This is an optimization exercise on Yosys and OpenROAD, whose aim is small area, a short achievable clock period and few clock cycles per item, not a production implementation. At most, simulation tests tie the RTL to the original design; equivalence was not proved. Only the layout flow was run in runs 4 to 6; the RTL was not checked for function there.

## flow/run.sh

```bash
#!/bin/bash
set -euo pipefail
bash standard.sh SETUP_SLACK_MARGIN=13.5 finish > standard_flow.log 2>&1
```

## design.v

```verilog
`default_nettype none
module mod_vector_seq #(
  parameter int N  = 8,
  parameter int W  = 16,
  parameter int WW = 32,
  parameter int K  = 4
) (
  input  logic            clk,
  input  logic            rst,
  input  logic            in_valid,
  output logic            in_ready,
  input  logic [N*WW-1:0] in_vec,
  input  logic [W-1:0]    q_in,
  input  logic            signed_mode,
  output logic            out_valid,
  input  logic            out_ready,
  output logic [N*W-1:0]  out_vec,
  output logic            err
);
  localparam int G  = WW / K;            
  localparam int GL = (WW - W) / K;      
  localparam int GW = $clog2(G);
  logic [GW-1:0]  ld_cnt;                
  logic           act;                   
  logic           bb_v;                  
  logic           bb_last;               
  logic           prim;                  
  logic [K-1:0]   bb    [N];             
  logic [W-1:0]   h_r   [N];             
  logic [W-1:0]   q1_r;                  
  logic [W-1:0]   nq_r;                  
  logic           qz_r;                  
  logic [W-1:0]   r     [N];             
  logic [W-1:0]   h0    [N];             
  logic [W-1:0]   rs    [N];             
  logic idle, stall, start, qlong, qzero;
  logic [GW-1:0] g0, ld_sel;
  assign stall  = out_valid & ~out_ready;
  assign idle   = ~act & ~bb_v;
  assign start  = idle & prim & in_valid & ~stall;
  assign qlong  = q_in[W-1];
  assign qzero  = (q_in == '0);
  assign g0     = qlong ? GW'(GL) : '0;
  assign ld_sel = act ? ld_cnt : start ? g0 + 1'b1 : g0;
  assign in_ready = act & (ld_cnt == GW'(G - 1));
  function automatic logic [W-1:0] step(input logic [W-1:0] rr,
                                        input logic         b,
                                        input logic [W-1:0] nq);
    logic [W:0]   t;
    logic [W+1:0] s;
    t = {rr, b};
    s = {1'b0, t} + {2'b01, nq} + 1'b1;
    step = s[W+1] ? s[W-1:0] : t[W-1:0];
  endfunction
  always_comb begin
    for (int i = 0; i < N; i++) begin
      logic [WW-1:0] x;
      logic          sneg;
      logic [W-1:0]  h, a;
      logic [W:0]    s;
      x    = in_vec[i*WW +: WW];
      sneg = signed_mode & x[WW-1] & ~qzero;
      h    = qlong ? x[WW-1 -: W] : {W{sneg}};
      s    = {1'b0, h} + {1'b0, sneg ? q_in : ~q_in} + {{W{1'b0}}, ~sneg};
      h0[i] = (sneg | s[W]) ? s[W-1:0] : h;
      a = idle ? h_r[i] : r[i];
      for (int j = K - 1; j >= 0; j--)
        a = step(a, bb[i][j] & ~qz_r, (j == K - 1) ? ~q1_r : nq_r);
      rs[i] = a;
    end
  end
  always_ff @(posedge clk) begin
    for (int i = 0; i < N; i++) begin
      bb[i]  <= in_vec[i*WW + WW - 1 - int'(ld_sel) * K -: K];
      h_r[i] <= h0[i];
      if (!stall)
        r[i] <= rs[i];
    end
    if (!act) begin
      q1_r <= q_in;
      nq_r <= ~q_in;
      qz_r <= qzero;
    end
  end
  always_ff @(posedge clk or posedge rst) begin
    if (rst) begin
      act       <= 1'b0;
      bb_v      <= 1'b0;
      bb_last   <= 1'b0;
      prim      <= 1'b0;
      ld_cnt    <= '0;
      out_valid <= 1'b0;
      err       <= 1'b0;
    end else begin
      prim    <= in_valid;
      bb_v    <= start | act;
      bb_last <= act & (ld_cnt == GW'(G - 1));
      if (start) begin
        act    <= 1'b1;
        ld_cnt <= g0 + 2'd2;
      end else if (act) begin
        ld_cnt <= ld_cnt + 1'b1;
        if (ld_cnt == GW'(G - 1))
          act <= 1'b0;
      end
      if (out_valid && out_ready)
        out_valid <= 1'b0;
      if (bb_v && bb_last) begin
        out_valid <= 1'b1;
        err       <= qz_r;
      end
    end
  end
  always_comb
    for (int i = 0; i < N; i++)
      out_vec[i*W +: W] = r[i];
endmodule
`default_nettype wire
```

## config.mk

```make
export PLATFORM = sky130hd
export DESIGN_NAME = mod_vector_seq
export DESIGN_NICKNAME = mod_vector_seq
export VERILOG_FILES = /design/flow/design.v
export SDC_FILE = /design/flow/constraint.sdc
export NUM_CORES = 4
export LEC_CHECK = 0
export ABC_AREA = 1
export CAP_MARGIN = 30
export CORE_MARGIN = 2
export CORE_UTILIZATION = 40
export SLEW_MARGIN = 30
```

## standard.sh

```bash
#!/bin/bash
# synth_recipe.tcl (not shown) runs the flow's synth.tcl, then flattens the netlist and writes it again
# the make line also repeats each setting of config.mk as NAME=value (left out here)
make -C /OpenROAD-flow-scripts/flow DESIGN_CONFIG=/design/flow/config.mk WORK_HOME=/design/flow/orfs CLKGATE_MAP_FILE= SYNTH_SCRIPT=/design/flow/synth_recipe.tcl "${@:-finish}"
```

## constraint.sdc

```tcl
create_clock -name core_clock -period 22.0 [get_ports {clk}]
set_input_delay 4.4000 -clock core_clock [delete_from_list [all_inputs] [get_ports {clk}]]
set_output_delay 4.4000 -clock core_clock [all_outputs]
set_load 0.01 [all_outputs]
```

==> results of run 1 <==
## logic make-up (layout without fill, tap and decap cells)
kind of cell	count (synthesis)	after routing	share of synthesized area
compound gates	1694	1694	0.178
xor+xnor	583	583	0.0980
fa+ha+maj	684	684	0.170
buf+inv	869	1507	0.0683
flops	330	330	0.159
mux	2	2	0.000384
other cells	0	6	0
simple gates	4073	4099	0.327
## worst min-delay path by stage
| stage | to | slack [ps] |
|---|---|---|
| 2_1_floorplan | out_valid$_DFFE_PP0P_ | 460 |
| 4_1_cts | err$_DFFE_PP0P_ | 530 |
| 3_5_place_dp | err$_DFFE_PP0P_ | 500 |
| 3_3_place_gp | err$_DFFE_PP0P_ | 480 |
| 6_report | err$_DFFE_PP0P_ | 520 |
| 5_1_grt | err$_DFFE_PP0P_ | 560 |
## cell type report
type,count,area [um2],share of cell area
antenna,6,15.0,0.000228
clock buffer,53,1290,0.0197
clock inverter,35,319,0.00485
inverter,638,2560,0.0389
multi-input combinational,7062,43700,0.664
sequential,330,8270,0.126
tap,1742,2180,0.0331
timing repair buffer,758,7280,0.111
timing repair inverter,23,189,0.00287
## critical path: stages
cell                              delay [ps]
sky130_fd_sc_hd__clkdlybuf4s50_1         510
sky130_fd_sc_hd__clkinvlp_4              320
sky130_fd_sc_hd__nand2_8                 200
sky130_fd_sc_hd__nand4_4                 210
sky130_fd_sc_hd__nand2_4                 280
sky130_fd_sc_hd__inv_4                   170
sky130_fd_sc_hd__ha_2                    460
sky130_fd_sc_hd__buf_4                   380
sky130_fd_sc_hd__buf_6                   350
sky130_fd_sc_hd__o21ai_0                 160
sky130_fd_sc_hd__o21ai_0                 240
sky130_fd_sc_hd__o21ai_0                 310
sky130_fd_sc_hd__o21ai_0                 290
sky130_fd_sc_hd__nor2_1                  100
sky130_fd_sc_hd__a31oi_2                 490
## flip-flops by register name, indices dropped and copies added (netlist names)
register / count
qz_r: 1
prim: 1
q1_r: 16
err: 1
bb: 32
out_valid: 1
act: 1
bb_v: 1
r: 128
bb_last: 1
h_r: 128
nq_r: 16
ld_cnt: 3
## synth_stat cells (5+ instances only)
| cell | count |
|---|---|
| sky130_fd_sc_hd__and2_1 | 7 |
| sky130_fd_sc_hd__ha_1 | 644 |
| sky130_fd_sc_hd__dfxtp_1 | 160 |
| sky130_fd_sc_hd__fa_1 | 40 |
| sky130_fd_sc_hd__o21ai_1 | 58 |
| sky130_fd_sc_hd__nand3b_1 | 37 |
| sky130_fd_sc_hd__a21boi_0 | 29 |
| sky130_fd_sc_hd__nor3_2 | 9 |
| sky130_fd_sc_hd__xnor2_1 | 218 |
| sky130_fd_sc_hd__a21o_1 | 47 |
| sky130_fd_sc_hd__nand4_1 | 79 |
| sky130_fd_sc_hd__nor4_1 | 13 |
| sky130_fd_sc_hd__dfrtp_1 | 9 |
| sky130_fd_sc_hd__nor2_4 | 18 |
| sky130_fd_sc_hd__o21bai_1 | 34 |
| sky130_fd_sc_hd__a31oi_1 | 37 |
| sky130_fd_sc_hd__o21ai_2 | 9 |
| sky130_fd_sc_hd__nand3_1 | 503 |
| sky130_fd_sc_hd__nor3_1 | 42 |
| sky130_fd_sc_hd__inv_1 | 606 |
| sky130_fd_sc_hd__o21a_1 | 14 |
| sky130_fd_sc_hd__buf_6 | 14 |
| sky130_fd_sc_hd__o2111ai_1 | 32 |
| sky130_fd_sc_hd__a22oi_1 | 6 |
| sky130_fd_sc_hd__a31o_2 | 13 |
| sky130_fd_sc_hd__nor2_1 | 392 |
| sky130_fd_sc_hd__clkbuf_1 | 97 |
| sky130_fd_sc_hd__nand2_4 | 5 |
| sky130_fd_sc_hd__buf_2 | 80 |
| sky130_fd_sc_hd__o31ai_1 | 10 |
| sky130_fd_sc_hd__o22ai_1 | 6 |
| sky130_fd_sc_hd__or2_2 | 34 |
| sky130_fd_sc_hd__clkinv_1 | 5 |
| sky130_fd_sc_hd__o211ai_1 | 31 |
| sky130_fd_sc_hd__nand2_1 | 2871 |
| sky130_fd_sc_hd__nand2_2 | 30 |
| sky130_fd_sc_hd__inv_2 | 25 |
| sky130_fd_sc_hd__o21ai_0 | 585 |
| sky130_fd_sc_hd__a221oi_1 | 16 |
| sky130_fd_sc_hd__a21oi_1 | 756 |
| sky130_fd_sc_hd__buf_4 | 23 |
| sky130_fd_sc_hd__xor2_1 | 365 |
| sky130_fd_sc_hd__edfxtp_1 | 161 |
| sky130_fd_sc_hd__nand3_2 | 12 |
| sky130_fd_sc_hd__buf_1 | 17 |
## through the flow
stage / std cells / instance area [um2] / utilization / setup slack [ps]
2_1_floorplan: 8235 / 52100 / - / 13610
3_3_place_gp: 10231 / 57800 / 0.447 / 10110
3_5_place_dp: 10238 / 57900 / 0.448 / 10020
4_1_cts: 10471 / 61700 / 0.477 / 13410
5_1_grt: 10646 / 65800 / 0.508 / 13300
6_report: 10647 / 65800 / 0.508 / 13540
## routing by layer
| layer | global-route usage | up-vias | share of wire |
|---|---|---|---|
| met5 | 0 | - | 0.00037 |
| met4 | 0.165 | 12 | 0.055 |
| met2 | 0.534 | 3157 | 0.41 |
| met3 | 0.0810 | 609 | 0.11 |
| li1 | - | 29048 | - |
| met1 | 0.486 | 28909 | 0.42 |
## repair_timing
action / 4_1_cts / 5_1_grt
resized for setup: 307 / 567
endpoints found under the setup margin: 274 / 242
gates cloned: 38 / 21
buffers inserted: 107 / 149
pin swaps: 65 / 146
==> run summary, run 1 <==
Post-detailed-placement half-perimeter wirelength: 189 mm. In the final routed layout, each cell accounts on average for 23.9 um. Die boundary height: 365 um. The top cell types in the final layout, fill and taps aside, are 2,796 x sky130_fd_sc_hd__nand2_1, 652 x sky130_fd_sc_hd__a21oi_1, 588 x sky130_fd_sc_hd__inv_1. The count of cell types in the netlist is 61, and the clock transition at the registers of the reported paths is 60 ps. Along the worst hold path, the cell count comes to 2. Number of hold violations in the final report: 0.

By area the synthesized netlist is led by sky130_fd_sc_hd__nand2_1 21%, sky130_fd_sc_hd__ha_1 15%, sky130_fd_sc_hd__edfxtp_1 9.3%. Counting the buffers created by CTS gives 48.

The synthesized design spends more area on one cell type than any other, namely sky130_fd_sc_hd__nand2_1. In this run the horizontal extent of the chip is 365 um. The initial antenna violation count is 21, and the number of endpoints failing setup at the final stage is 0. The length in cells of the worst reg-to-reg path was 53; the maximum achievable frequency was 118 MHz.

The run gives 13,750 ps as the minimum setup slack among reg-to-reg paths. Number of synthesized flops with an enable pin: 161. The tightest hold path in the finished design has a slack of 519 ps. The count of buffers inserted at the top-level ports was 407. Summing every instance area after synthesis gives 52,100 um2. The worst path in the final design needs a cycle of 8460 ps, including I/O delays and setup.

For the remaining antenna violation count, the log shows 0. In the routed layout, each cell is associated on average with a via count of 5.80. 408 I/O pins were placed. For the standard-cell row count, the log shows 132. The logs give 0.403 for the effective utilization at floorplan and 8,235 for the synthesized instance count. The number of max-slew violations in the final report was 0; the total number of clock tree sinks was 330. For the global placer's final weighted congestion, the log shows 1.02.

The proportion of synthesized flip-flops having asynchronous set or reset was 0.0273. Counting along the longest clock path gives a buffer depth of 3. Data on the critical path is required at its endpoint by 22,500 ps.

The main flop type after synthesis was sky130_fd_sc_hd__edfxtp_1. The startpoint type of the worst setup path was a primary input. The setup TNS after final layout is 0 ps. The mean cell area of the mapped netlist is 6.32 um2.

Fraction of final layout cells with drive strength greater than 1: 0.129. The pre-antenna-repair detailed-routing pass consisted of 6 iterations. The first global-routing pass estimated 355 mm of wire.

The clock reaches the later pin of the worst-skew pair after 670 ps. TritonCTS built the clock tree. The period utilization was 0.385; the fraction of post-synthesis cell area in the top cell type by area was 0.207. Relative to the synthesized area, the layout overhead comes to 26.3%. The overall fraction of global-route tracks in use was 0.358. The launch instance of the worst register-to-register path was act$_DFF_PP0_. For this block, the routed nets add up to 254 mm of wire. The most frequent standard cell in the layout excluding fill and tap cells was sky130_fd_sc_hd__nand2_1. The flow ran to the end and the layout has no timing, DRC or antenna violations. The die covers 133,000 um2. The pin count of the biggest net entering global routing is 81.

The number of warning messages in the yosys log is 6. When the netlist entered floorplanning its net count stood at 9,196. The endpoint of the worst setup timing path is bb[1][2]$_DFF_P_.

In the final design database the tool counted 9,822 nets. The clock root buffer was sky130_fd_sc_hd__clkbuf_16. Setup repair after global routing could not meet its margin everywhere.

The hold-fix buffer count after cts was 0; the number of fillers in the final layout was 13,148. The arrival time of the worst setup path is 8970 ps, and the max-slew headroom at the worst pin is 0.194. The worst setup path is of the in -> reg kind. Max-cap violations in this run came to 0. The post-synthesis sequential area ratio came out at 0.159. The worst min-delay path category was reg -> reg.

After detailed routing, the number of remaining DRC violations is 0. In this run the worst path has a maximum fanout of 37. Clock skew on the completed layout was measured at 36.2 ps.

In this run the critical register-to-register path is captured at r[2][3]$_DFFE_PN_. The tools report the startpoint of the worst hold path as err$_DFFE_PP0P_.

The pin slew with the least headroom to its limit was 1200 ps; the total via count in the routed design was 61,735. In this run the standard cell core region covers 129,000 um2. Summed over all layers, the global routing overflow is 0.

The startpoint of the most critical setup path is out_ready. The H-tree generated during clock tree synthesis spans 2 levels. In this run, the number of DRC markers left after iteration 0 of detailed routing was 6,982.

The synthesized design contains 330 register bits. The number of global-route vias before repair is 55,612. The worst setup path is captured at a flip-flop.
Testbench counts, summed over its fixed seeds: cycles 8,208, items 2,048.
==> run 2: changes to the inputs <==
==> flow/run.sh (replaced) <==
#!/bin/bash
set -euo pipefail
bash standard.sh SETUP_SLACK_MARGIN=14.5 finish > standard_flow.log 2>&1
==> run 2 against run 1 <==
Clock skew shrank 4.1 ps. Utilization rose by 9.3 points. Synthesized cell count is the same. Sequential share of layout area fell by 1.9 points. Die area stayed put. Via count rose by 6.8%. Sequential cell count did not move. Highest routed layer is now met4.
==> run summary, run 2 <==
In the layout the commonest cells are 2,335 x sky130_fd_sc_hd__nand2_1, 663 x sky130_fd_sc_hd__buf_4, 547 x sky130_fd_sc_hd__inv_1. Yosys printed 6 warnings. The tools report the buffer levels on the longest clock path as 3. The core area was 129,000 um2; the fraction of post-synthesis cell area in the top cell type by area was 0.207.

For this design, the slowest cell found on the critical path is sky130_fd_sc_hd__dfrtp_4. The startpoint type of the worst setup path was a flip-flop. For this run, the post-layout net count is 10,314. The run gives 0.601 as the post-route core utilization. In the post-synthesis netlist, the biggest area contributors are sky130_fd_sc_hd__nand2_1 21%, sky130_fd_sc_hd__ha_1 15%, sky130_fd_sc_hd__edfxtp_1 9.3%. The count of buffers inserted at the top-level ports is 407.

The run gives 0 as the number of hold violations in the final report. In the final layout, the registers with the most flip-flops are h_r: 128 flops, r: 128 flops, bb: 32 flops. The number of clock buffers inserted by TritonCTS is 47. The cell repeated most along the worst path is sky130_fd_sc_hd__nand2_2. The proportion of synthesized flip-flops having asynchronous set or reset is 0.0273. The number of max-slew violations in the final report was 0. Along the worst hold path, the cell count comes to 2.

From left edge to right edge, the die measures 365 um. Across all setup checks in the final design, the least slack found is 14,060 ps. After synthesis, the mean cell area works out to 6.32 um2. The main flop type after synthesis was sky130_fd_sc_hd__edfxtp_1. The worst min-delay path category was reg -> reg. Counting cells, the worst reg-to-reg path comes to 55.

The remaining antenna violation count is 0. The tools report the mapped cell area as 52,100 um2. Setup repair after global routing could not meet its margin everywhere. The max-slew headroom at the worst pin is 0.209, and the period utilization is 0.361.

The die is 365 um tall. The library cell occupying the most area in the post-synthesis netlist is sky130_fd_sc_hd__nand2_1. The hold slack is 558 ps, and the fraction of final layout cells with drive strength greater than 1 is 0.289.

Max-cap violations in this run came to 0. The run gives 0 as the number of DRC violations after detailed routing. The post-route minimum period was 7940 ps; the pin count of the biggest net entering global routing was 57. The post-placement worst setup slack is 10,910 ps, and the global placer's final weighted congestion is 1.01.

The first detailed-routing pass ran for 7 iterations. The net count after synthesis is 9,196. Setup violations remaining at the end of the flow were counted as 0. The flow ran to the end and the layout has no timing, DRC or antenna violations. After detailed routing, the average wire length per cell comes to 25.4 um. The highest fanout seen on the critical path was 7; the total number of clock tree sinks was 330. The tools report the initial antenna violation count as 13. The effective utilization at floorplan is 0.403. The worst setup path is of the reg -> reg kind.

Detailed routing inserted a total of 65,911 vias. The initial DRC count was 7,473. By count the netlist is led by 2,871 x sky130_fd_sc_hd__nand2_1, 756 x sky130_fd_sc_hd__a21oi_1, 644 x sky130_fd_sc_hd__ha_1.

Once detailed placement completed, the half-perimeter wirelength came to 195 mm. After technology mapping, the gate count stands at 8,235. Highest cell delay on the worst timing path: 530 ps. The number of global-route vias before repair came out at 60,401. The arrival time of the worst setup path is 8460 ps. For the I/O pin total, the log shows 408. In the final timing run, aggregate negative setup slack is 0 ps.

The logs give 133,000 um2 for the overall die area and 126 MHz for the maximum achievable frequency. The layout overhead on the synthesized area was 49.3%. TritonCTS built the clock tree. The synthesized design contains 330 register bits. In this run the cell area measured after placement is 59,100 um2.

The cell sitting at the root of the clock tree is a sky130_fd_sc_hd__clkbuf_16. The per-cell via count in the routed design works out to 5.92. Pin slew with the least headroom to its limit: 1170 ps. The tools report the final instance area as 77,700 um2.

The overall routed net length is 283 mm, and the overall fraction of global-route tracks in use is 0.395. STA classifies the critical path endpoint as a flip-flop. The total overflow left after global routing is 0.

The count of cell types in the netlist came out at 61. The run gives 391 mm as the wire length of the first global-routing pass. Leaving out fill and tap cells, the most frequent cell in the layout is sky130_fd_sc_hd__nand2_1. Clock transition at the registers of the reported paths: 70 ps. In the post-synthesis netlist, the cell with the most instances is sky130_fd_sc_hd__nand2_1. The clock latency on the worst-skew pair is 670 ps, and the standard-cell row count is 132.

Clock skew after layout: 32.1 ps. The number of synthesized flops with an enable pin works out to 161. The post-synthesis sequential area ratio came out at 0.159.

The required time reported for the critical path endpoint is 22,520 ps. The H-tree was split into 2 levels.
==> run 2: worst max-delay path: cells and delay by family, from the launching register on <==
kind                     cells  cell delay [ps]
AND/OR/NAND/NOR             29             2920
AO/OA/AOI/OAI               11             1680
buffers and inverters       11             1500
adder cells (fa/ha/maj)      4             1130
flip-flops                   1              530
==> run 2: stage by stage <==
step                cells
floorplan            8235
global placement    10220
detailed placement  10220
CTS                 10796
global route        11137
finish              11141
==> run 2: worst paths after layout <==
check                      slack, ps                  start               endpoint
max                            14060          act$_DFF_PP0_      r[1][8]$_DFFE_PN_
min                              560  ld_cnt[2]$_DFFE_PP0P_  ld_cnt[2]$_DFFE_PP0P_
max reg2reg                    14060          act$_DFF_PP0_      r[1][8]$_DFFE_PN_
min reg2reg                      560  ld_cnt[2]$_DFFE_PP0P_  ld_cnt[2]$_DFFE_PP0P_
max in group asynchronous      17490                    rst          act$_DFF_PP0_
min in group asynchronous       4100                    rst         prim$_DFF_PP0_
==> run 2: what timing repair did <==
item	4_1_cts	5_1_grt
gates cloned	84	12
buffers inserted	406	324
hold endpoints to repair	0	0
pin swaps	364	365
resized for setup	1178	1059
hold buffers	0	0
setup endpoints to repair	288	257
==> run 2: routing by layer <==
metal	track usage	routed length, um	vias to the layer above
li1	-	-	30081
met5	0	0	-
met1	0.521	114000	31393
met3	0.0827	31300	750
met4	0.211	19300	0
met2	0.600	119000	3687
==> run 2: cells by family after synthesis <==
kind of cell    share of synthesized area
fa+ha+maj                           0.170
compound gates                      0.178
simple gates                        0.327
xor+xnor                           0.0980
mux                              0.000384
buf+inv                            0.0683
flops                               0.159
==> run 2: layout make-up <==
cell class / instances / area [um2]
repair inverters: 35 / 387
multi-input cells: 7078 / 50900
clock inverters: 27 / 273
inverters: 638 / 2750
repair buffers: 1223 / 11600
fillers: 11754 / 51600
well taps: 1742 / 2180
clock buffers: 59 / 1370
flip-flops and latches: 330 / 8270
diodes: 9 / 22.5
==> run 3: changes to the inputs <==
==> flow/run.sh (replaced) <==
#!/bin/bash
set -euo pipefail
bash standard.sh SETUP_SLACK_MARGIN=13.5 MATCH_CELL_FOOTPRINT=0 finish > standard_flow.log 2>&1
==> run 3 against run 2 <==
Still clean on timing, DRC and antenna. Via count down 6.8%. Worst hold slack lost 32 ps. Non-clock buffer count decreased by 481. Wire length fell by 10%. Global-route usage decreased by 3.6 points. Critical path depth shrank 39. Clock skew up 1.1 ps. Critical endpoint is now bb[5][0]$_DFF_P_. Largest cell class unchanged. Highest routed layer is now met5.
==> run summary, run 3 <==
Summed over all layers, the routed wires come to 254 mm. Counting I/O delays and the setup requirement, the final critical path takes 8400 ps. The path class of the tightest hold or removal check is reg -> reg. Number of max-slew violations in the final report: 0. The per-cell via count in the routed design came out at 5.78. The run gives 0 as the number of hold violations in the final report.

For the final net count, the log shows 9,807. For the post-synthesis sequential area ratio, the log shows 0.159. Setup total negative slack on the finished layout was measured at 0 ps. Static timing analysis puts the maximum clock frequency at 119 MHz.

The run gives 55,609 as the number of global-route vias before repair. The detail route stage leaves a number of antenna-violating nets equal to 0. Ranked by instance count, the synthesized netlist is headed by 2,871 x sky130_fd_sc_hd__nand2_1, 756 x sky130_fd_sc_hd__a21oi_1, 644 x sky130_fd_sc_hd__ha_1.

The effective utilization at floorplan was 0.403; the overall die area was 133,000 um2. The netlist uses 61 different library cells. Synthesis produced a netlist with a net count of 9,196.

The startpoint type of the worst setup path is a primary input. The fraction of final layout cells with drive strength greater than 1 is 0.126. In this run the critical register-to-register path is launched from act$_DFF_PP0_. The tools report the number of DRC violations after detailed routing as 0. After detailed routing, the average wire length per cell comes to 23.9 um. A synthesized cell averages 6.32 um2. CTS placed an instance of sky130_fd_sc_hd__clkbuf_16 at the clock tree root. In the synthesized netlist the dominant register cell turns out to be sky130_fd_sc_hd__edfxtp_1. Most frequent standard cell in the layout excluding fill and tap cells: sky130_fd_sc_hd__nand2_1. Setup repair after global routing could not meet its margin everywhere. Most common cell in the netlist: sky130_fd_sc_hd__nand2_1.

The library cell occupying the most area in the post-synthesis netlist is sky130_fd_sc_hd__nand2_1. In the layout the commonest cells are 2,801 x sky130_fd_sc_hd__nand2_1, 654 x sky130_fd_sc_hd__a21oi_1, 590 x sky130_fd_sc_hd__inv_1. The tools report the overall fraction of global-route tracks in use as 0.358.

On the worst path, the slowest cell contributes a delay of 540 ps. The cell repeated most along the worst path is sky130_fd_sc_hd__buf_4. The minimum setup slack among reg-to-reg paths was 13,810 ps. The post-synthesis sequential element count works out to 330.

Clock latency on the worst-skew pair: 670 ps. The die boundary height is 365 um. The die width was 365 um. Final hold analysis gives a worst-case slack of 526 ps.

Proportion of synthesized flip-flops having asynchronous set or reset: 0.0273. On the final layout, the worst clock skew is 33.1 ps. The pre-antenna-repair detailed-routing pass consisted of 7 iterations. The highest fanout seen on the critical path is 37. For the synthesized instance count, the log shows 8,235.

The I/O pin total is 408, and the pin slew with the least headroom to its limit is 1130 ps. The run finished with no timing, DRC or antenna violations. The tools report the capturing element type of the critical path as a flip-flop. For the initial antenna violation count, the log shows 22. The finished layout holds 10,635 standard cells, fillers aside. In the final layout, the registers with the most flip-flops are h_r: 128 flops, r: 128 flops, bb: 32 flops. For the arrival time of the worst setup path, the log shows 9010 ps. In this design, the largest share of critical-path delay is due to buffers and inverters. The run gives 0 as the number of violations of the max-capacitance limit.

The worst setup path is of the in -> reg kind. The floorplan step defined a core boundary enclosing 129,000 um2. Number of clock buffers inserted by TritonCTS: 48. The critical path contains buffers and inverters numbering 6 combined. The length in cells of the worst reg-to-reg path is 47, and the number of synthesized flops with an enable pin is 161. In the post-synthesis netlist, the biggest area contributors are sky130_fd_sc_hd__nand2_1 21%, sky130_fd_sc_hd__ha_1 15%, sky130_fd_sc_hd__edfxtp_1 9.3%.

Global routing finished with a remaining overflow of 0. Hold repair after CTS inserted 0 buffers. Entering global routing, the biggest net connects 81 pins. Summed over all nets, the half-perimeter wirelength after detailed placement is 189 mm.

The period utilization is 0.382. The number of endpoints failing setup at the final stage is 0. The global placer's final weighted congestion was 1.02. The wire length of the first global-routing pass came out at 356 mm. Detailed routing inserted a total of 61,461 vias. The tools report the startpoint of the worst hold path as err$_DFFE_PP0P_.

Fraction of post-synthesis cell area in the top cell type by area: 0.207. TritonCTS built the clock tree. The number of cells on the worst hold path is 2, and the mapped cell area is 52,100 um2. Cell with the largest stage delay on the worst path: sky130_fd_sc_hd__o21ai_0. The count of buffers inserted at the top-level ports was 407. The detailed router finished its first iteration with 6,588 violations. The number of fillers in the final layout is 13,173.

In this run the critical register-to-register path is captured at r[7][3]$_DFFE_PN_. The critical path goes through clkdlybuf4s50_1, clkinvlp_4, nand2_8, nand4_4, nand2_4, inv_4, ha_2, buf_4, buf_4, o21ai_0, nor2_2, o22ai_1, buf_4, o21ai_0, nand2_1, nand2_1. The Yosys step of the flow raised 6 warnings. The floorplan has 132 rows. The post-route core utilization is 0.507.

The CTS H-tree depth is 2. The clock drives 330 sinks.

The layout overhead on the synthesized area was 25.8%; the buffer levels on the longest clock path was 3. The clock transition at the registers of the reported paths was 60 ps; the placed cell count was 10,238. Capture endpoint of the worst hold path: err$_DFFE_PP0P_. The required time reported for the critical path endpoint came out at 22,600 ps. The max-slew headroom at the worst pin was 0.237.
==> run 3: cell counts after synthesis <==
Identical to the previous run, type by type.
==> run 3: per-stage QoR <==
step                      setup WS (ps)  instance area [um2]
after floorplan                   13610                52100
after global placement            10110                57800
after detailed placement          10020                57900
after CTS                         13410                61600
after global routing              13360                65500
final                             13600                65500
==> run 3: final cells by class <==
type | count | area (um2) | area share
multi-input cells | 7063 | 43600 | 0.665
repair inverters | 23 | 189 | 0.00288
well taps | 1742 | 2180 | 0.0333
repair buffers | 742 | 7080 | 0.108
clock buffers | 53 | 1290 | 0.0197
diodes | 9 | 22.5 | 0.000344
clock inverters | 35 | 319 | 0.00487
inverters | 638 | 2580 | 0.0394
flip-flops and latches | 330 | 8270 | 0.126
==> run 3: worst max-delay path by stage <==
stage / from / endpoint / slack [ps] / depth (start not counted)
floorplan: act$_DFF_PP0_ / r[0][7]$_DFFE_PN_ / 13610 / 62
CTS: q_in[3] / h_r[7][6]$_DFF_P_ / 13410 / 19
detailed placement: act$_DFF_PP0_ / r[0][12]$_DFFE_PN_ / 10020 / 47
global route: act$_DFF_PP0_ / r[2][13]$_DFFE_PN_ / 13360 / 52
global placement: act$_DFF_PP0_ / r[0][12]$_DFFE_PN_ / 10110 / 47
finish: out_ready / bb[5][0]$_DFF_P_ / 13600 / 16
==> run 3: cells by family (layout without fill, tap and decap cells) <==
family,count (synthesis),in the layout,synth area share
and+or+nand+nor,4073,4100,0.327
DFF,330,330,0.159
AOI/OAI and AO/OA,1694,1694,0.178
muxes,2,2,0.000384
other,0,9,0
xor gates and xnor gates,583,583,0.0980
adders and majority gates,684,684,0.170
buffers and inverters,869,1491,0.0683
==> run 3: tightest hold or removal path: cells and delay by family (launching register included) <==
kind             cells  cell delay [ps]
flip-flops           1              360
AO/OA/AOI/OAI        1               70
AND/OR/NAND/NOR      1               50
==> run 3: timing repair <==
action                     CTS  global route
setup endpoints to repair  274           245
pin swaps                   54           121
resized for setup          316           537
setup buffers               98           143
gates cloned                37            22
hold endpoints to repair     0             0
==> run 3: routing by layer <==
metal / part of all wire / GRT usage / vias to the layer above
met5: 0.00043 / 0 / -
met4: 0.052 / 0.163 / 9
met3: 0.11 / 0.0871 / 604
met2: 0.42 / 0.538 / 3161
met1: 0.42 / 0.481 / 28682
li1: - / - / 29005
==> run 4: changes to the inputs <==
--- a/design.v
+++ b/design.v
@@ -27,2 +27,3 @@
   logic           prim;                  
+  logic           idle;                  
   logic [K-1:0]   bb    [N];             
@@ -35,6 +36,5 @@
   logic [W-1:0]   rs    [N];             
-  logic idle, stall, start, qlong, qzero;
+  logic stall, start, qlong, qzero, act_nx, bb_v_nx;
   logic [GW-1:0] g0, ld_sel;
   assign stall  = out_valid & ~out_ready;
-  assign idle   = ~act & ~bb_v;
   assign start  = idle & prim & in_valid & ~stall;
@@ -45,2 +45,4 @@
   assign in_ready = act & (ld_cnt == GW'(G - 1));
+  assign bb_v_nx  = start | act;
+  assign act_nx   = start | (act & (ld_cnt != GW'(G - 1)));
   function automatic logic [W-1:0] step(input logic [W-1:0] rr,
@@ -88,2 +90,3 @@
       bb_v      <= 1'b0;
+      idle      <= 1'b1;
       bb_last   <= 1'b0;
@@ -95,3 +98,4 @@
       prim    <= in_valid;
-      bb_v    <= start | act;
+      bb_v    <= bb_v_nx;
+      idle    <= ~act_nx & ~bb_v_nx;
       bb_last <= act & (ld_cnt == GW'(G - 1));
==> flow/run.sh (replaced) <==
#!/bin/bash
set -euo pipefail
bash standard.sh SETUP_SLACK_MARGIN=12.5 finish > standard_flow.log 2>&1
==> run 4 against run 3 <==
Critical endpoint is now bb[1][1]$_DFF_P_. Via count increased by 1.6%. Global-route usage decreased by 0.18 points. Wire length increased by 2.2%. Still clean. Highest routed layer unchanged. Worst hold slack got worse by 20 ps. Non-clock buffer count decreased by 175. Design area decreased by 3.4%. Critical path depth increased by 2. Register-to-register slack got worse by 910 ps. Clock skew increased by 16 ps.
==> run summary, run 4 <==
The number of hold buffers added after CTS was 0. The first global-routing pass estimated 366 mm of wire. Overall fraction of global-route tracks in use: 0.356.

The period utilization is 0.431. In this run the standard cell core region covers 134,000 um2. The number of hold violations in the final report was 0; the number of synthesized flops with an enable pin was 161. Most common cell in the netlist: sky130_fd_sc_hd__nand2_1.

Dividing the detail-routed via count by the number of cells gives 5.75. The number of stages on the worst setup path is 18, and the number of global-route vias before repair is 56,362. Setup violations remaining at the end of the flow were counted as 0. The critical path in this run is classified as in -> reg.

The length in cells of the worst reg-to-reg path works out to 50. The tools report the clock root buffer as sky130_fd_sc_hd__clkbuf_16. The largest registers in the layout are h_r: 128 flops, r: 128 flops, bb: 32 flops. STA puts the critical path data arrival time at 9950 ps. The slowest stage of the critical path is the sky130_fd_sc_hd__a31oi_1 cell. By count the netlist is led by 2,730 x sky130_fd_sc_hd__nand2_1, 958 x sky130_fd_sc_hd__inv_1, 683 x sky130_fd_sc_hd__a21oi_1.

The clock latency on the worst-skew pair came out at 670 ps. Across the routed clock network, the largest skew measured is 49.1 ps. For this run, the leading register cell type out of synthesis is sky130_fd_sc_hd__edfxtp_1.

Setup repair after global routing could not meet its margin everywhere. The run gives 31 as the initial antenna violation count. The capturing element type of the critical path is a flip-flop.

Fraction of post-synthesis cell area in the top cell type by area: 0.190. The pin slew with the least headroom to its limit is 1090 ps. For this block, the routed nets add up to 260 mm of wire. Number of max-slew violations in the final report: 0. The run gives 0.473 as the post-route core utilization.

Once routing completed, OpenROAD measured the worst setup slack at 12,530 ps. TritonCTS built the clock tree. Once detail routing completed, the nets flagged for antenna violations numbered 0. The die boundary height is 372 um. Derived from the worst setup path, the maximum achievable clock frequency is 106 MHz. The CTS H-tree depth is 2.

At the end of the flow, the number of nets in the layout was 10,010. The total number of clock tree sinks is 331. After synthesis, the cell types taking the most area are sky130_fd_sc_hd__nand2_1 19%, sky130_fd_sc_hd__ha_1 15%, sky130_fd_sc_hd__edfxtp_1 8.9%. The net count after synthesis is 9,604. Averaged over all synthesized cells, the footprint is 6.25 um2. The number of fillers in the final layout came out at 14,049.

From left edge to right edge, the die measures 372 um. The library cells used most frequently in the layout, excluding fill and tap cells, are 2,715 x sky130_fd_sc_hd__nand2_1, 946 x sky130_fd_sc_hd__inv_1, 633 x sky130_fd_sc_hd__ha_1. The path class of the tightest hold or removal check is reg -> reg. The global-route met2 utilization is 0.533, and the effective utilization at floorplan is 0.404.

Cell repeated most along the worst path: sky130_fd_sc_hd__nand2_1. The post-synthesis sequential element count is 331, and the count of buffers inserted at the top-level ports is 407. The flow ran to the end and the layout has no timing, DRC or antenna violations. The signal on the critical path passes through clkdlybuf4s50_1, inv_1, nand2_8, nand4_1, nand2_1, nand2_4, ha_2, inv_1, buf_4, nand2_1, clkinv_2, buf_4, nand2_2, nand4_1, nand3_1, nand2_1, nor2_1, a31oi_1.

After clock tree synthesis, the clock-pin slew on the worst setup and hold paths is 60 ps. The tools report the met1 layer usage reported by global route as 0.479. The worst setup path is launched from a primary input. The number of cells on the worst hold path works out to 2. Detailed routing inserted a total of 62,447 vias. The run gives 0 as the number of DRC violations after detailed routing. The logs give 22,480 ps for the required time reported for the critical path endpoint and 3 for the buffer levels on the longest clock path.

The overall die area is 138,000 um2, and the layout overhead on the synthesized area is 17.1%. The number of buffers and inverters on the critical path is 6. The tools report the post-synthesis sequential area ratio as 0.153.

The fraction of final layout cells with drive strength greater than 1 works out to 0.0736. The tools report the number of iterations in the first detailed-routing pass as 7. Most frequent standard cell in the layout excluding fill and tap cells: sky130_fd_sc_hd__nand2_1. After legalization and detailed placement, the total HPWL measured 201 mm. The post-route minimum period was 9470 ps; the post-placement worst setup slack was 10,550 ps.

In this run the cell area of the synthesized design comes to 54,000 um2. The Yosys step of the flow raised 6 warnings. After floorplanning, the core was divided into 134 placement rows.

The run gives 0 as the number of violations of the max-capacitance limit. After global routing, the most crowded layer is met2. In the final routed layout, each cell accounts on average for 23.9 um.

The run gives 0 ps as the setup TNS after final layout. Summing all multi-input logic gate instances after layout gives 42,100 um2. In this run the count of I/O pins placed on the die edge is 408.

The max-slew headroom at the worst pin is 0.271. For this run the aggregate overflow at the end of global routing stands at 0. The run gives 43 as the number of clock buffers inserted by TritonCTS. The library cell occupying the most area in the post-synthesis netlist is sky130_fd_sc_hd__nand2_1. The proportion of synthesized flip-flops having asynchronous set or reset is 0.0302. Counting every instance in the synthesized netlist gives 8,643.

The sequential cell area is 8290 um2, and the pin count of the biggest net entering global routing is 83. On the worst path, the slowest cell contributes a delay of 600 ps. At the end of routability-driven placement, the weighted congestion stood at 1.03.

The cell family contributing the most delay on the critical path is simple AND/OR/NAND/NOR gates. The logs give 0.0926 for the met3 usage in global routing and 60 for the count of cell types in the netlist. The detailed router finished its first iteration with 7,366 violations.

The highest fanout seen on the critical path works out to 40.
==> run 4: cell types whose count changed in the layout (fill, tap and decap cells not counted), sizes merged, moves of 12 or more <==
cell	before	now
inv	640	984
buf	331	162
nand2	2912	2771
nand3	530	651
or2	35	123
nand4	88	164
a21oi	758	693
xor2	365	326
o21ai	652	628
clkinvlp	29	9
o211ai	31	49
xnor2	218	234
a31oi	37	24
a31o	13	1
==> run 4: worst register-to-register path: cells and delay by family (launching register included) <==
family                     cells  cell delay [ps]
AOI/OAI and AO/OA             13             2500
adders and majority gates      4             1200
buffers and inverters          9             1290
DFF                            1              700
and+or+nand+nor               24             3290
==> run 4: kinds of logic (layout without fill, tap and decap cells) <==
| logic type | Yosys count | in the layout | synth area share |
|---|---|---|---|
| xor gates and xnor gates | 560 | 560 | 0.0908 |
| DFF | 331 | 331 | 0.153 |
| other | 0 | 8 | 0 |
| AOI/OAI and AO/OA | 1615 | 1615 | 0.165 |
| and+or+nand+nor | 4233 | 4253 | 0.336 |
| muxes | 7 | 7 | 0.00130 |
| adders and majority gates | 684 | 684 | 0.164 |
| buffers and inverters | 1213 | 1634 | 0.0890 |
==> run 4: path summary, 6_finish.rpt <==
kind                                      start                     to  slack, ps
worst max-delay path                  out_ready       bb[1][1]$_DFF_P_      12530
worst min-delay path            err$_DFFE_PP0P_        err$_DFFE_PP0P_        510
worst max register to register   idle$_DFF_PP1_     r[6][14]$_DFFE_PN_      12900
worst min register to register  err$_DFFE_PP0P_        err$_DFFE_PP0P_        510
max in group asynchronous                   rst         idle$_DFF_PP1_      17530
min in group asynchronous                   rst  out_valid$_DFFE_PP0P_       4070
==> run 4: layer usage <==
| metal | up-vias | routed length [um] |
|---|---|---|
| met4 | 14 | 13100 |
| met2 | 3138 | 107000 |
| met5 | - | 99 |
| li1 | 29637 | - |
| met1 | 29121 | 109000 |
| met3 | 537 | 30400 |
==> run 4: layout make-up <==
type                       count  share of cell area
clock buffer                  52              0.0192
tap                         1768              0.0350
inverter                     983              0.0591
clock inverter                28             0.00435
antenna                        8            0.000316
timing repair inverter         4            0.000435
multi-input combinational   7119               0.665
timing repair buffer         567              0.0852
sequential                   331               0.131
==> run 4: repair_timing <==
item | CTS | global route
buffers inserted | 21 | 52
resized for setup | 111 | 200
setup endpoints to repair | 185 | 252
gates cloned | 4 | 21
pin swaps | 14 | 37
==> run 4: through the flow <==
step / hold slack [ps] / std cells / area [um2]
final: 506 / 10860 / 63300
after global routing: 549 / 10854 / 63300
after CTS: 508 / 10779 / 62000
after detailed placement: 490 / 10674 / 59900
after global placement: 481 / 10673 / 59900
after floorplan: 454 / 8643 / 54000
==> run 5: changes to the inputs <==
--- a/design.v
+++ b/design.v
@@ -37,5 +37,5 @@
   logic stall, start, qlong, qzero, act_nx, bb_v_nx;
-  logic [GW-1:0] g0, ld_sel;
+  logic [GW-1:0] g0;
   assign stall  = out_valid & ~out_ready;
-  assign start  = idle & prim & in_valid & ~stall;
+  assign start  = idle & prim & ~stall;    
   assign qlong  = q_in[W-1];
@@ -43,3 +43,2 @@
   assign g0     = qlong ? GW'(GL) : '0;
-  assign ld_sel = act ? ld_cnt : start ? g0 + 1'b1 : g0;
   assign in_ready = act & (ld_cnt == GW'(G - 1));
@@ -75,3 +74,10 @@
     for (int i = 0; i < N; i++) begin
-      bb[i]  <= in_vec[i*WW + WW - 1 - int'(ld_sel) * K -: K];
+      logic [WW-1:0] x;
+      x = in_vec[i*WW +: WW];
+      if (act)
+        bb[i] <= x[WW - 1 - int'(ld_cnt) * K -: K];
+      else if (start)
+        bb[i] <= qlong ? x[WW - 1 - (GL + 1) * K -: K] : x[WW - 1 - K -: K];
+      else
+        bb[i] <= qlong ? x[WW - 1 - GL * K -: K] : x[WW - 1 -: K];
       h_r[i] <= h0[i];
==> flow/run.sh (replaced) <==
#!/bin/bash
set -euo pipefail
bash standard.sh SETUP_SLACK_MARGIN=13.5 finish > standard_flow.log 2>&1
==> run 5 against run 4 <==
Still clean. Register-to-register slack better by 660 ps. Critical path depth is 31 higher. Design area is 8.7% higher. Global-route usage is 0.86 points higher. Utilization is 4.1 points higher. Sequential cell count stayed put. Critical endpoint is now r[1][14]$_DFFE_PN_. Highest routed layer unchanged.
==> run summary, run 5 <==
In this run the cell area measured after placement is 60,200 um2. The simple-gate share of the synthesized area came out at 0.300. The total number of clock tree sinks is 331.

The fraction of post-synthesis cell area in the top cell type by area works out to 0.175. During I/O placement, the number of pins put on the boundary was 408. The hold-fix buffer count after cts is 0, and the die width is 372 um.

The max-slew headroom at the worst pin was 0.297; the xor and xnor fraction of the mapped netlist area was 0.0919. From synthesis to final layout, the design area changed by 27.3%. In the final layout, the registers with the most flip-flops are h_r: 128 flops, r: 128 flops, bb: 32 flops.

The required time reported for the critical path endpoint is 22,390 ps, and the number of violations of the max-capacitance limit is 0. Counting flops with a built-in enable in the synthesized netlist gives 161. The top cell types in the final layout, fill and taps aside, are 2,428 x sky130_fd_sc_hd__nand2_1, 1,020 x sky130_fd_sc_hd__inv_1, 597 x sky130_fd_sc_hd__o21ai_0. The logs give 0.0716 for the met3 usage in global routing and 0 for the remaining antenna violation count.

The global placer's final weighted congestion was 1.02; the post-synthesis mux area share was 0.00185. The overall die area was 138,000 um2; the clock transition at the registers of the reported paths was 70 ps. By area the synthesized netlist is led by sky130_fd_sc_hd__nand2_1 17%, sky130_fd_sc_hd__ha_1 15%, sky130_fd_sc_hd__edfxtp_1 8.9%. Counting flops and latches in the post-synthesis netlist gives 331. During placement, the flow inserted port buffers numbering 407. The commonest cells after synthesis are 2,515 x sky130_fd_sc_hd__nand2_1, 1,046 x sky130_fd_sc_hd__inv_1, 778 x sky130_fd_sc_hd__o21ai_0. Setup violations remaining at the end of the flow were counted as 0. The core area was 134,000 um2; the overall routed net length was 270 mm. For this run, the number of standard cells in the final layout without fillers is 11,127. Capturing element type of the critical path: a flip-flop. Period utilization: 0.384. Timing would allow up to 118 MHz.

For the number of warning messages in the yosys log, the log shows 6. The number of DRC violations after detailed routing was 0; the met1 layer usage reported by global route was 0.482.

The floorplan step set the die height to 372 um. The startpoint type of the worst setup path is a flip-flop. Cell repeated most along the worst path: sky130_fd_sc_hd__nand2_1. The slowest stage of the critical path is the sky130_fd_sc_hd__dfstp_4 cell. The finished cells cover 68,800 um2. The clock root buffer is sky130_fd_sc_hd__clkbuf_16. For this block, the initial DRC count from the detailed router was 6,811. Dominant combinational cell family by area after synthesis: simple AND/OR/NAND/NOR gates. The mean cell area of the mapped netlist was 6.25 um2; the arrival time of the worst setup path was 8830 ps. The pin slew with the least headroom to its limit is 1050 ps, and the synthesized instance count is 8,653.

The global-route met2 utilization was 0.565. Library cell occupying the most area in the post-synthesis netlist: sky130_fd_sc_hd__nand2_1. In the routed layout, each cell is associated on average with a via count of 5.78. The flow ran to the end and the layout has no timing, DRC or antenna violations. The most frequent standard cell in the layout excluding fill and tap cells was sky130_fd_sc_hd__nand2_1.

Dividing the detail-routed wire length by the instance count gives 24.2 um. CTS built an H-tree with a depth of 2. The mapped cell area is 54,000 um2, and the wire length of the first global-routing pass is 378 mm. The worst setup path is of the reg -> reg kind.

The layer with the highest usage after global routing was met2. Including well taps, the total number of placed cells is 10,705. Setup repair after global routing could not meet its margin everywhere. The highest cell delay on the worst timing path came out at 670 ps. The tools report the net count after synthesis as 9,613. Along the worst path, the maximum fanout reaches 12.

The logs give 10,272 for the final net count and 64,338 for the total via count in the routed design. For the standard-cell row count, the log shows 134. The global route total overflow was 0; the share of the synthesized area in compound gates (AO/OA/AOI/OAI) was 0.196. Number of fillers in the final layout: 13,610. The effective utilization at floorplan was 0.404.

The fraction of final layout cells with drive strength greater than 1 was 0.136; the synthesized-area fraction occupied by adder cells was 0.164. Adding up every negative setup slack in the final design gives 0 ps. The proportion of synthesized flip-flops having asynchronous set or reset came out at 0.0302. Post-route minimum period: 8440 ps.

The overall fraction of global-route tracks in use was 0.365; the number of clock buffers inserted by TritonCTS was 46. The number of iterations in the first detailed-routing pass is 7. Post-synthesis sequential area ratio: 0.153.

The run gives 59,278 as the number of global-route vias before repair. The run gives 194 mm as the post-detailed-placement half-perimeter wirelength. Worst min-delay path category: reg -> reg. The most common cell in the netlist is sky130_fd_sc_hd__nand2_1. The buffer levels on the longest clock path was 3.

For the initial antenna violation count, the log shows 12. Clock skew after layout: 41.8 ps.

Number of hold violations in the final report: 0. The logs give 66 for the count of cell types in the netlist and 66 for the pin count of the biggest net entering global routing. For the worst-skew pair, the clock arrives at the later sink with an insertion delay of 690 ps.

The number of max-slew violations in the final report is 0. The most used flip-flop cell after synthesis is sky130_fd_sc_hd__edfxtp_1. TritonCTS built the clock tree.
-- run 5: cell count changes after synthesis, moves of 27 or more --
cell                       delta
sky130_fd_sc_hd__a211oi_1    +31
sky130_fd_sc_hd__o21ai_0    +199
sky130_fd_sc_hd__nand2_1    -215
sky130_fd_sc_hd__inv_1       +88
sky130_fd_sc_hd__o22ai_1     +53
sky130_fd_sc_hd__a21oi_1     -27
sky130_fd_sc_hd__a22o_1      +45
sky130_fd_sc_hd__nor2_1      +74
sky130_fd_sc_hd__o211ai_1    -29
sky130_fd_sc_hd__nand3_1     -74
sky130_fd_sc_hd__nand4_1    -101
sky130_fd_sc_hd__clkbuf_1    +30
-- run 5: final timing paths --
kind | slack [ps] | start | to | cells after the start
worst max-delay path | 13560 | idle$_DFF_PP1_ | r[1][14]$_DFFE_PN_ | 49
worst min-delay path | 510 | err$_DFFE_PP0P_ | err$_DFFE_PP0P_ | 2
worst max register to register | 13560 | idle$_DFF_PP1_ | r[1][14]$_DFFE_PN_ | 49
worst min register to register | 510 | err$_DFFE_PP0P_ | err$_DFFE_PP0P_ | 2
max in group asynchronous | 17320 | rst | ld_cnt[0]$_DFFE_PP0P_ | 2
min in group asynchronous | 4120 | rst | out_valid$_DFFE_PP0P_ | 2
-- run 5: cell families (layout without fill, tap and decap cells) --
logic type,Yosys count,in the layout
xor+xnor,567,567
fa+ha+maj,683,683
buf+inv,1302,1967
compound gates,1891,1891
other cells,0,9
simple gates,3869,3901
mux,10,10
flops,331,331
-- run 5: metrics by stage --
| step | setup slack, ps | utilization | hold WS, ps |
|---|---|---|---|
| global placement | 9960 | 0.450 | 474 |
| global route | 13200 | 0.514 | 577 |
| detailed placement | 10250 | 0.450 | 497 |
| floorplan | 13510 | - | 454 |
| CTS | 13500 | 0.482 | 522 |
| finish | 13560 | 0.514 | 512 |
-- run 5: routing by layer --
layer / up-vias / share of wire
met5: - / 0.000033
met1: 30154 / 0.42
li1: 30256 / -
met4: 2 / 0.058
met3: 668 / 0.10
met2: 3258 / 0.43
-- run 5: cell type report --
class	instances	area, um2	area share
Inverter	1076	4170	0.0607
Multi-Input combinational cell	7052	44600	0.649
Clock buffer	59	1340	0.0194
Antenna cell	9	22.5	0.000327
Sequential cell	331	8300	0.121
Timing Repair inverter	15	121	0.00176
Tap cell	1768	2210	0.0321
Timing Repair Buffer	790	7700	0.112
Clock inverter	27	314	0.00456
-- run 5: critical path, delay by kind of cell (launching register included) --
family	cells	cell delay, ps
DFF	1	670
buffers and inverters	11	1460
AOI/OAI and AO/OA	12	2260
adders and majority gates	4	1230
and+or+nand+nor	21	2290
muxes	1	190
-- run 5: timing repair --
action,in CTS,in global routing
resized for setup,382,608
buffers inserted,103,165
gates cloned,32,27
pin swaps,68,143
hold endpoints to repair,0,0
setup endpoints to repair,256,255
==> run 6: changes to the inputs <==
==> run.sh (new file) <==
#!/bin/bash
# synth_recipe.tcl (not shown) runs the flow's synth.tcl, then flattens the netlist and writes it again
# the make line also repeats each setting of config.mk as NAME=value (left out here)
make -C /OpenROAD-flow-scripts/flow DESIGN_CONFIG=/design/flow/config.mk WORK_HOME=/design/flow/orfs CLKGATE_MAP_FILE= SYNTH_SCRIPT=/design/flow/synth_recipe.tcl finish
--- a/config.mk
+++ b/config.mk
@@ -8,5 +8,5 @@
 export ABC_AREA = 1
-export CAP_MARGIN = 30
+export CAP_MARGIN = 20
 export CORE_MARGIN = 2
 export CORE_UTILIZATION = 40
-export SLEW_MARGIN = 30
+export SLEW_MARGIN = 20
removed: flow/run.sh
removed: standard.sh
==> run 6 against run 5 <==
Wire length shrank 8.3%. Design area down 10%. Sequential share of layout area rose by 1.4 points.
==> run summary, run 6 <==
The flow ran to the end and the layout has no timing, DRC or antenna violations. The initial antenna violation count was 20; the per-cell via count in the routed design was 5.63. The pin count of the biggest net entering global routing is 83.

The proportion of synthesized flip-flops having asynchronous set or reset was 0.0302. The required time reported for the critical path endpoint was 22,530 ps; the total via count in the routed design was 60,773. The length in cells of the worst reg-to-reg path is 50, and the post-placement worst setup slack is 10,150 ps. Fill cells in the final layout number 14,135.

The net count after synthesis is 9,613, and the post-detailed-placement half-perimeter wirelength is 189 mm. The largest registers in the layout are h_r: 128 flops, r: 128 flops, bb: 32 flops. Counting flops and latches in the post-synthesis netlist gives 331. 408 I/O pins were placed. The die boundary height is 372 um.

In the routed design, unresolved DRC markers number 0. The tools report the standard-cell row count as 134. The final net count came out at 9,945. Buffers inserted during clock tree synthesis total 48. Most common cell in the netlist: sky130_fd_sc_hd__nand2_1. The average instance in the mapped netlist occupies 6.25 um2. The dominant delay contributor by cell family on the critical path was simple AND/OR/NAND/NOR gates. CTS built an H-tree with a depth of 2. At the worst endpoint, the arrival time is 12,560 ps.

On the critical path, the stage with the largest delay is an instance of sky130_fd_sc_hd__dfstp_4. The xor and xnor fraction of the mapped netlist area works out to 0.0919. The post-route minimum period came out at 12,030 ps. The number of global-route vias before repair is 56,111, and the number of max-slew violations in the final report is 0. In this run the clock root is driven by a sky130_fd_sc_hd__clkbuf_16. Hold-fix buffer count after cts: 0. For the number of iterations in the first detailed-routing pass, the log shows 8. The number of buffers and inverters on the critical path is 9. Fraction of final layout cells with drive strength greater than 1: 0.0451. Once detail routing completed, the nets flagged for antenna violations numbered 0.

Setup repair after global routing left no endpoint under its margin. The logs give 9970 ps for the slack of the critical path and 54,000 um2 for the mapped cell area. The die is 372 um wide. The dominant combinational cell family by area after synthesis is simple AND/OR/NAND/NOR gates.

After global routing the overflow that remains totals 0. In the synthesized netlist the dominant register cell turns out to be sky130_fd_sc_hd__edfxtp_1.

STA classifies the critical path endpoint as a flip-flop. Relative to the synthesized area, the layout overhead comes to 14.5%. The startpoint type of the worst setup path was a flip-flop. The tools report the total number of clock tree sinks as 331.

During placement, the flow inserted port buffers numbering 407. Along the worst path, the maximum fanout reaches 65. The post-synthesis mux area share came out at 0.00185. TritonCTS built the clock tree. For the post-synthesis sequential area ratio, the log shows 0.153. Summed over all instances, the cell type with the most area after synthesis is sky130_fd_sc_hd__nand2_1. After synthesis, the most frequently instantiated cells are 2,515 x sky130_fd_sc_hd__nand2_1, 1,046 x sky130_fd_sc_hd__inv_1, 778 x sky130_fd_sc_hd__o21ai_0.

The library cell used most frequently in the layout, excluding fill and tap cells, is sky130_fd_sc_hd__nand2_1. Wires add up to 247 mm. The maximum achievable frequency was 83.1 MHz; the clock latency on the worst-skew pair was 680 ps.

The type of the worst setup path was reg -> reg. Clock-pin slew was measured on the worst setup and hold paths at 60 ps. Synthesis instantiated 66 different standard cells from the library. For the wire length of the first global-routing pass, the log shows 356 mm. Share of the synthesized area in compound gates (AO/OA/AOI/OAI): 0.196. Among the stages of the critical path, the cell type that occurs most often is sky130_fd_sc_hd__nand2_1.

The synthesized-area fraction occupied by adder cells works out to 0.164. At the pin with the least slew margin, the transition time is 1150 ps. The number of gates resized after CTS was 0. For the effective utilization at floorplan, the log shows 0.404. The buffer levels on the longest clock path came out at 3. The average detailed-routed wire length per instance works out to 22.9 um. The setup TNS after final layout is 0 ps. The overall die area was 138,000 um2; the number of cells on the worst hold path was 2. After synthesis, the cell types taking the most area are sky130_fd_sc_hd__nand2_1 17%, sky130_fd_sc_hd__ha_1 15%, sky130_fd_sc_hd__edfxtp_1 8.9%. The initial DRC count is 6,061. After floorplanning, the core was sized to cover 134,000 um2. At the end of routability-driven placement, the weighted congestion stood at 1.01.

Between clock sinks in the finished design, the worst skew comes to 43.0 ps. The period utilization is 0.547, and the synthesized instance count is 8,653. The max-slew headroom at the worst pin is 0.229, and the simple-gate share of the synthesized area is 0.300. In the layout the commonest cells are 2,514 x sky130_fd_sc_hd__nand2_1, 1,041 x sky130_fd_sc_hd__inv_1, 777 x sky130_fd_sc_hd__o21ai_0. Buffers inserted during post-CTS setup optimization: 0. The fraction of post-synthesis cell area in the top cell type by area works out to 0.175.

The path class of the tightest hold or removal check is reg -> reg. The number of stages on the worst setup path works out to 50. The Yosys step of the flow raised 6 warnings. The run gives 0.344 as the overall fraction of global-route tracks in use.

Max-cap violations in this run came to 0. Setup violations remaining at the end of the flow were counted as 0. Number of hold violations in the final report: 0. The number of synthesized flops with an enable pin was 161; the highest cell delay on the worst timing path was 980 ps.
[run 6: cell counts after synthesis]
No cell type changed its count.
[run 6: worst min-delay path: stages (launching register included)]
cell	delay, ps
sky130_fd_sc_hd__dfrtp_1	400
sky130_fd_sc_hd__nand2_1	60
sky130_fd_sc_hd__o21ai_0	70
[run 6: worst paths after layout]
kind	from	to	slack, ps
min reg2reg	err$_DFFE_PP0P_	err$_DFFE_PP0P_	580
max reg2reg	idle$_DFF_PP1_	r[3][9]$_DFFE_PN_	9970
max in group asynchronous	rst	ld_cnt[0]$_DFFE_PP0P_	17390
min	err$_DFFE_PP0P_	err$_DFFE_PP0P_	580
min in group asynchronous	rst	out_valid$_DFFE_PP0P_	4120
max	idle$_DFF_PP1_	r[3][9]$_DFFE_PN_	9970
[run 6: kinds of logic after synthesis]
kind of cell / Yosys count
xor gates and xnor gates: 567
DFF: 331
and+or+nand+nor: 3869
adders and majority gates: 683
AOI/OAI and AO/OA: 1891
muxes: 10
buffers and inverters: 1302
[run 6: layout make-up]
cell class | count | area [um2] | area share
Sequential cell | 331 | 8300 | 0.134
Tap cell | 1768 | 2210 | 0.0358
Clock buffer | 61 | 1400 | 0.0226
Timing Repair Buffer | 508 | 4830 | 0.0781
Multi-Input combinational cell | 7020 | 40800 | 0.659
Inverter | 1076 | 4050 | 0.0655
Antenna cell | 4 | 10.0 | 0.000162
Clock inverter | 28 | 278 | 0.00449
[run 6: metal layers]
metal / vias up / track usage / wire (um) / share of wire
met3: 539 / 0.0830 / 25400 / 0.10
met2: 2769 / 0.532 / 104000 / 0.42
met5: - / 0 / 7 / 0.000028
met1: 27963 / 0.450 / 104000 / 0.42
met4: 2 / 0.157 / 13000 / 0.052
li1: 29500 / - / - / -
[run 6: stage by stage]
step,hold slack (ps),cell area (um2),util,std cells
6_report,576,61900,0.462,10796
5_1_grt,583,61900,0.462,10792
3_5_place_dp,531,60200,0.450,10703
2_1_floorplan,454,54000,-,8653
3_3_place_gp,556,60200,0.450,10703
4_1_cts,562,61800,0.462,10792

static timing again, ports no longer ideal:
In the flow no input, the clock included, has a driving cell. The finished layouts below were timed again as built, in two steps. Step 1, drivers: a clkbuf_16 drives clk and a buf_2 each remaining input, both assumed. Step 2 adds t to the input delays and takes it off the output delays; t is the mean of the earliest and latest rising clock arrival at the registers after step 1. Input paths then give back, and output paths get back, about the clock's delay inside the block. Slacks: ideal / step 1 / step 2; pairs: ideal / step 1.
run	t (ns)	setup slack, ns	worst data-port slew with drivers (ns)	pins driven straight from the clock port
run 1	0.734	13.535 / 13.589 / 12.854	0.17	1
run 2	0.721	14.057 / 14.057 / 13.740	0.18	1
run 3	0.731	13.596 / 13.648 / 12.917	0.18	1
run 4	0.721	12.526 / 12.583 / 11.862	0.13	1
run 5	0.743	13.557 / 13.557 / 12.894	0.13	1
run 6	0.731	9.970 / 9.970 / 9.970	0.13	1
After both steps every run listed still meets setup and hold. The setup slack of run 1, which loses most, moves by +0.054 ns with the drivers and by -0.681 ns with both steps.
